Context: an optimization exercise on an open-source flow, tuned for small area, a short achievable clock period and few clock cycles per item. The choices shown serve that exercise and are no tape-out recipe.
The RTL was checked by simulation tests, not by an equivalence proof against the original design.

==> flow/design.v (excerpt) <==
module triangle_setup #(
  parameter int COORD_WIDTH   = 16,
  parameter int COEF_WIDTH    = 2*COORD_WIDTH+3,
  parameter int SCREEN_X_SIZE = 800,
  parameter int SCREEN_Y_SIZE = 600,
  parameter int CNT_WIDTH     = 16
) (
  input  logic                                    clk,
  input  logic                                    reset_n,
  input  logic                                    in_valid,
  output logic                                    in_ready,
  input  logic [2:0][1:0][COORD_WIDTH-1:0]        vertexes,
  input  logic [1:0]                              cull_mode,
  output logic                                    out_valid,
  input  logic                                    out_ready,
  output logic [2:0][COORD_WIDTH:0]               edge_a,
  output logic [2:0][COORD_WIDTH:0]               edge_b,
  output logic [2:0][COEF_WIDTH-1:0]              edge_c,
  output logic [COEF_WIDTH-1:0]                   area2,
  output logic [COORD_WIDTH-1:0]                  bbox_xmin,
  output logic [COORD_WIDTH-1:0]                  bbox_xmax,
  output logic [COORD_WIDTH-1:0]                  bbox_ymin,
  output logic [COORD_WIDTH-1:0]                  bbox_ymax,
  input  logic                                    stats_clr,
  output logic [CNT_WIDTH-1:0]                    cnt_in,
  output logic [CNT_WIDTH-1:0]                    cnt_out,
  output logic [CNT_WIDTH-1:0]                    cnt_culled,
  output logic                                    idle
);
For scale: about 7100 cells after synthesis, ~740 flip-flops, roughly 460 I/O pins.
export LEC_CHECK = 0
export CAP_MARGIN = 20
export CORE_MARGIN = 2
export CORE_UTILIZATION = 30
export SLEW_MARGIN = 20
create_clock -name core_clock -period 8.5 [get_ports {clk}]
run.sh (not shown) runs the stock make flow with config.mk's settings and CLKGATE_MAP_FILE= SYNTH_SCRIPT=/design/flow/synth_recipe.tcl, a recipe that flattens the netlist after the stock synthesis.
Testbench counts at the start, summed over its fixed seeds: cycles 24,032, items 24,000.
Change:
==> flow/flow/run.sh (new file) <==
#!/bin/bash
# The standard layout (standard.sh: standard synthesis, floorplan, place,
# CTS, route, finish), with one change: the buffers that placement puts on
# every input and output port are made from sky130_fd_sc_hd__buf_1 rather
# than the cell buffer_ports picks by default. Timing repair still resizes
# them as needed. The full make/OpenROAD/Yosys output goes to standard.log;
# ORFS's per-step logs stay under orfs/logs/.
set -euo pipefail
export BUFFER_PORTS_ARGS="-buffer_cell sky130_fd_sc_hd__buf_1"
bash standard.sh > standard.log 2>&1
==> flow/standard.sh (new file) <==
#!/bin/bash
# synth_recipe.tcl (not shown) runs the flow's synth.tcl, then flattens the netlist and writes it again
# the make line also repeats each setting of config.mk as NAME=value (left out here)
make -C /OpenROAD-flow-scripts/flow DESIGN_CONFIG=/design/flow/config.mk WORK_HOME=/design/flow/orfs CLKGATE_MAP_FILE= SYNTH_SCRIPT=/design/flow/synth_recipe.tcl "${@:-finish}"
--- a/flow/config.mk
+++ b/flow/config.mk
@@ -7,2 +7,3 @@
 export LEC_CHECK = 0
+export ABC_AREA = 1
 export CAP_MARGIN = 20
@@ -10,2 +11,3 @@
 export CORE_UTILIZATION = 30
+export SETUP_SLACK_MARGIN = 3.75
 export SLEW_MARGIN = 20
removed: flow/run.sh
Effect: Design area rises by about 4%; wire length rises by 21%; die area rises by 3.3%; worst hold slack improved by 0.013 ns; worst setup slack improved by 2.9 ns; clock-buffer cell count rises by 4; register-to-register slack improved by 1.4 ns; core utilization rises by 0.19 points; fmax rises by 61%.
Change:
==> flow/run.sh (new file) <==
#!/bin/bash
# synth_recipe.tcl (not shown) runs the flow's synth.tcl, then flattens the netlist and writes it again
# the make line also repeats each setting of config.mk as NAME=value (left out here)
make -C /OpenROAD-flow-scripts/flow DESIGN_CONFIG=/design/flow/config.mk WORK_HOME=/design/flow/orfs CLKGATE_MAP_FILE= SYNTH_SCRIPT=/design/flow/synth_recipe.tcl finish
--- a/flow/config.mk
+++ b/flow/config.mk
@@ -11,3 +11,2 @@
 export CORE_UTILIZATION = 30
-export SETUP_SLACK_MARGIN = 3.75
 export SLEW_MARGIN = 20
removed: flow/flow/run.sh
removed: flow/standard.sh
Outcome: The new run ran to the end with no violations; worst hold slack is worse by 0.014 ns; critical path depth drops by 5; routed wire length fell slightly; setup slack loses 1.4 ns; global-route usage went down by 0.13 points; fmax goes down by about a fifth; final area is lower slightly; register-to-register slack gets worse by 0.81 ns.
Change:
--- a/flow/config.mk
+++ b/flow/config.mk
@@ -11,2 +11,3 @@
 export CORE_UTILIZATION = 30
+export SETUP_SLACK_MARGIN = 3.5
 export SLEW_MARGIN = 20
Result: Non-clock buffer count went up by 137; clock-buffer cell count went down by 5.
Change:
--- a/flow/config.mk
+++ b/flow/config.mk
@@ -10,3 +10,3 @@
 export CORE_MARGIN = 2
-export CORE_UTILIZATION = 30
+export CORE_UTILIZATION = 50
 export SETUP_SLACK_MARGIN = 3.5
Outcome: Worst setup slack degrades by 0.026 ns; flip-flop and latch count does not change.
Change:
--- a/flow/config.mk
+++ b/flow/config.mk
@@ -10,4 +10,4 @@
 export CORE_MARGIN = 2
-export CORE_UTILIZATION = 50
-export SETUP_SLACK_MARGIN = 3.5
+export CORE_UTILIZATION = 30
+export SETUP_SLACK_MARGIN = 2.5
 export SLEW_MARGIN = 20
Effect:
- routed wire length went down slightly
- maximum frequency went down by roughly a tenth
- worst setup slack degrades by 0.68 ns
- sequential share of layout area went up by 0.19 points
- cell area went down slightly
- non-clock buffer count went down by 127
- final cell count went up by roughly a tenth
- synthesized area stays the same
- first-iteration DRC count went down by about a fifth
- register-to-register slack degrades by 0.64 ns

* * *

triangle_setup, a different RTL version from the one above (not shown whole).
Size: about 6,800 cells after synthesis, roughly 410 flip-flops, about 460 I/O pins, about 0.063 mm² of cells after synthesis.
Settings: LEC_CHECK=0, CAP_MARGIN=20, CORE_MARGIN=2, CORE_UTILIZATION=40, SETUP_SLACK_MARGIN=2, SLEW_MARGIN=20; clock period 8.5 ns.
Stock flow here: none of the scripts above is used.
The starting point passed the timing, design-rule and antenna checks.
Testbench counts at the start, summed over its fixed seeds: cycles 24,024, items 24,000.
Then changed:
- SETUP_SLACK_MARGIN: 2 -> 4
Result: Wire length climbs by 3.8%. Die area is unchanged. Final area grows by about 5.6%. Area after synthesis stays the same. Register-to-register slack gets better by 0.07 ns. Sequential share of layout area falls by 0.78 points.

* * *

Setup of run 1:
Another version of the RTL of triangle_setup (not shown whole).
For scale: about 8400 cells after synthesis, about 820 flip-flops, about 0.080 mm^2 of cells after synthesis.
==> flow/config.mk <==
export PLATFORM = sky130hd
export DESIGN_NAME = triangle_setup
export DESIGN_NICKNAME = triangle_setup
export VERILOG_FILES = /design/flow/design.v
export SDC_FILE = /design/flow/constraint.sdc
export NUM_CORES = 4
export LEC_CHECK = 0
export ABC_AREA = 1
export CAP_MARGIN = 20
export CORE_MARGIN = 2
export CORE_UTILIZATION = 30
export SETUP_SLACK_MARGIN = 4.25
export SLEW_MARGIN = 20
==> flow/constraint.sdc <==
create_clock -name core_clock -period 8.5 [get_ports {clk}]
set_input_delay 1.7000 -clock core_clock [delete_from_list [all_inputs] [get_ports {clk}]]
set_output_delay 1.7000 -clock core_clock [all_outputs]
set_load 0.01 [all_outputs]
Testbench counts of run 1, summed over its fixed seeds: cycles 24,032, items 24,000.
[inputs] run 2 vs run 1
Settings: SETUP_SLACK_MARGIN now 4.0, was 4.25.
==> flow/flow/run.sh (new file) <==
#!/bin/bash
# The standard layout (standard.sh: standard synthesis, floorplan, place,
# CTS, route, finish), with one change: the buffers that placement puts on
# every input and output port are made from sky130_fd_sc_hd__buf_1 rather
# than the cell buffer_ports picks by default. Timing repair still resizes
# them as needed. The full make/OpenROAD/Yosys output goes to standard.log;
# ORFS's per-step logs stay under orfs/logs/.
set -euo pipefail
export BUFFER_PORTS_ARGS="-buffer_cell sky130_fd_sc_hd__buf_1"
bash standard.sh > standard.log 2>&1
==> flow/standard.sh (new file) <==
#!/bin/bash
# synth_recipe.tcl (not shown) runs the flow's synth.tcl, then flattens the netlist and writes it again
# the make line also repeats each setting of config.mk as NAME=value (left out here)
make -C /OpenROAD-flow-scripts/flow DESIGN_CONFIG=/design/flow/config.mk WORK_HOME=/design/flow/orfs CLKGATE_MAP_FILE= SYNTH_SCRIPT=/design/flow/synth_recipe.tcl "${@:-finish}"
removed: flow/run.sh
## What came out
Run 1 | status: complete | timing, DRC, antenna: pass. In summary, run 2 completed successfully, with a layout that passed the timing, design-rule and antenna checks. Run 2 — part of the cycle the worst path needs 0.52 points lower, run 1 as reference. Run 1 → run 2: overflow left after global routing ~0 delta; final cell count went down by 2.2%. Delta (run 2 minus run 1): via count of the first global-routing pass lower, simple-gate area share of the yosys netlist roughly the same.
Here is what was changed in the inputs of run 3 compared with run 2.
Settings: a change of CORE_UTILIZATION from 30 to 60.
Notes after the runs:
- Compare run 2 and run 3 | final cell area excluding filler cells higher: run 2
- Looking at number of buffers inserted during clock tree synthesis, run 3 sits 1 lower than run 2 does.
- Run 3: total of clock buffers placed in the layout lower than run 2
Input changes introduced in run 4 (baseline for comparison: run 3):
Settings: CORE_UTILIZATION: 60 -> 30.
--- a/flow/flow/run.sh
+++ b/flow/flow/run.sh
@@ -8,3 +8,4 @@
 set -euo pipefail
 export BUFFER_PORTS_ARGS="-buffer_cell sky130_fd_sc_hd__buf_1"
+export RECOVER_POWER=100
 bash standard.sh > standard.log 2>&1
==> run summary <==
Buffering stage count on the worst path with inverters included: higher on run 4. Compared with run 3, the router placed fewer vias in run 4. | run 4 | all stages done | FAIL | max-capacitance violations, max-slew violations |. Reported max-cap violation count: run 4 > run 3.

* * *

== v6 ==
triangle_setup again, from the RTL that the note above started with.
clock: 8.5 ns
lec_check: 0
abc_area: 1
cap_margin: 20
core_margin: 2
core_utilization: 30
cts_buf_list: sky130_fd_sc_hd__clkbuf_4 sky130_fd_sc_hd__clkbuf_8
cts_cluster_size: 25
setup_slack_margin: 4.0
slew_margin: 20
Stock flow here: none of the scripts above is used.
Testbench counts of v6, summed over its fixed seeds: cycles 24,032, items 24,000.
Setup changes, v6 to v7
- a deleted CTS_BUF_LIST that had been sky130_fd_sc_hd__clkbuf_4 sky130_fd_sc_hd__clkbuf_8
- a change of SETUP_SLACK_MARGIN from 4.0 to 3.5
- a deleted CTS_CLUSTER_SIZE that had been 25
Design area: v7 vs v6 down 4500 um2. The final wirelength in v7 was lower than what v6 gave. Of the two values seen for critical path endpoint, cs_q[12] was produced by v7 and edge_c[32] by v6. Changes observed in v7 relative to v6: clock period minus worst slack went up 0.14 ns, total met2 wirelength after detailed routing went down 4.1 mm. When v7 is measured against v6, its clock buffer count in the final layout turns out 41% lower. Between v7 and v6, the difference in hold slack is negligible. Final worst-path cycle share is higher on v7. Sort v7 and v6 by wire length of the first global-routing pass, descending, and v6 comes first. Maximum frequency: v7 lower than v6.

* * *

Starting RTL as in the previous note.
==> flow/config.mk <==
export PLATFORM = sky130hd
export DESIGN_NAME = triangle_setup
export DESIGN_NICKNAME = triangle_setup
export VERILOG_FILES = /design/flow/design.v
export SDC_FILE = /design/flow/constraint.sdc
export NUM_CORES = 4
export LEC_CHECK = 0
export ABC_AREA = 1
export CAP_MARGIN = 20
export CORE_MARGIN = 2
export CORE_UTILIZATION = 30
export SETUP_SLACK_MARGIN = 3.75
export SLEW_MARGIN = 20
==> flow/constraint.sdc <==
create_clock -name core_clock -period 8.5 [get_ports {clk}]
set_input_delay 1.7000 -clock core_clock [delete_from_list [all_inputs] [get_ports {clk}]]
set_output_delay 1.7000 -clock core_clock [all_outputs]
set_load 0.01 [all_outputs]
standard.sh (not shown) runs the stock make flow with config.mk's settings and CLKGATE_MAP_FILE= SYNTH_SCRIPT=/design/flow/synth_recipe.tcl, a recipe that flattens the netlist after the stock synthesis.
==> flow/flow/run.sh <==
#!/bin/bash
# The standard layout (standard.sh: standard synthesis, floorplan, place,
# CTS, route, finish), with one change: the buffers that placement puts on
# every input and output port are made from sky130_fd_sc_hd__buf_1 rather
# than the cell buffer_ports picks by default. Timing repair still resizes
# them as needed. The full make/OpenROAD/Yosys output goes to standard.log;
# ORFS's per-step logs stay under orfs/logs/.
set -euo pipefail
export BUFFER_PORTS_ARGS="-buffer_cell sky130_fd_sc_hd__buf_1"
bash standard.sh > standard.log 2>&1
The starting point produced a clean layout.
Testbench counts at the start, summed over its fixed seeds: cycles 24,032, items 24,000.
Then changed:
==> flow/run.sh (new file) <==
#!/bin/bash
# synth_recipe.tcl (not shown) runs the flow's synth.tcl, then flattens the netlist and writes it again
# the make line also repeats each setting of config.mk as NAME=value (left out here)
make -C /OpenROAD-flow-scripts/flow DESIGN_CONFIG=/design/flow/config.mk WORK_HOME=/design/flow/orfs CLKGATE_MAP_FILE= SYNTH_SCRIPT=/design/flow/synth_recipe.tcl finish
Settings changed: SETUP_SLACK_MARGIN 3.75 to 4.0.
removed: flow/flow/run.sh
removed: flow/standard.sh
Via count rises by 2.0%.
Area after synthesis does not change.
First-iteration DRC count rises by 0.39%.
Worst hold slack is worse by 0.0072 ns.
Fmax rises by 2.2%.

[re-timing with driven ports]
How much do the figures lean on ideal ports? The routed layouts below were timed once more, with nothing changed but the port constraints. Step 1 sets driving cells, clkbuf_16 on the clock port and buf_2 on the other inputs (assumed; they add their load-dependent delay and slew). Step 2, shift: input delay + t, output delay - t, t = (earliest + latest rising clock arrival at the registers) / 2. This alone moves slack from input paths to output paths. Three values: no drivers, after step 1, after step 2; two values: the first two.
run	shift t [ns]	setup slack, ns	clock arrival spread, ns	worst slew at a driven data input, ns
the first run of note 1	0.857	0.793 / 0.711 / 1.568	0.054 / 0.055	0.14
the second run of note 1	0.865	3.714 / 3.664 / 3.714	0.054 / 0.053	0.24
the third run of note 1	0.865	2.354 / 2.251 / 2.898	0.062 / 0.061	0.23
the fourth run of note 1	0.864	3.547 / 3.477 / 3.524	0.042 / 0.042	0.19
the fifth run of note 1	0.813	3.521 / 3.498 / 2.942	0.041 / 0.042	0.16
the sixth run of note 1	0.860	2.838 / 2.742 / 2.877	0.074 / 0.074	0.19
the first run of note 2	0.752	1.425 / 1.378 / 1.425	0.052 / 0.051	0.14
the second run of note 2	0.742	1.286 / 1.209 / 1.501	0.049 / 0.049	0.11
run 1	0.865	3.858 / 3.752 / 3.738	0.040 / 0.040	0.15
run 2	0.851	3.903 / 3.809 / 3.852	0.055 / 0.055	0.16
run 3	0.830	3.893 / 3.800 / 3.870	0.044 / 0.043	0.14
run 4	0.867	1.816 / 1.816 / 1.462	0.059 / 0.059	0.15
v6	1.052	3.699 / 3.598 / 3.469	0.064 / 0.063	0.16
v7	0.857	3.560 / 3.540 / 3.352	0.039 / 0.039	0.15
the first run of note 5	0.845	3.729 / 3.729 / 3.729	0.055 / 0.055	0.15
the second run of note 5	0.849	3.833 / 3.739 / 3.467	0.042 / 0.042	0.15
For the fifth run of note 1, which loses most, drivers alone change the setup slack by -0.023 ns; drivers and shift together by -0.579 ns.
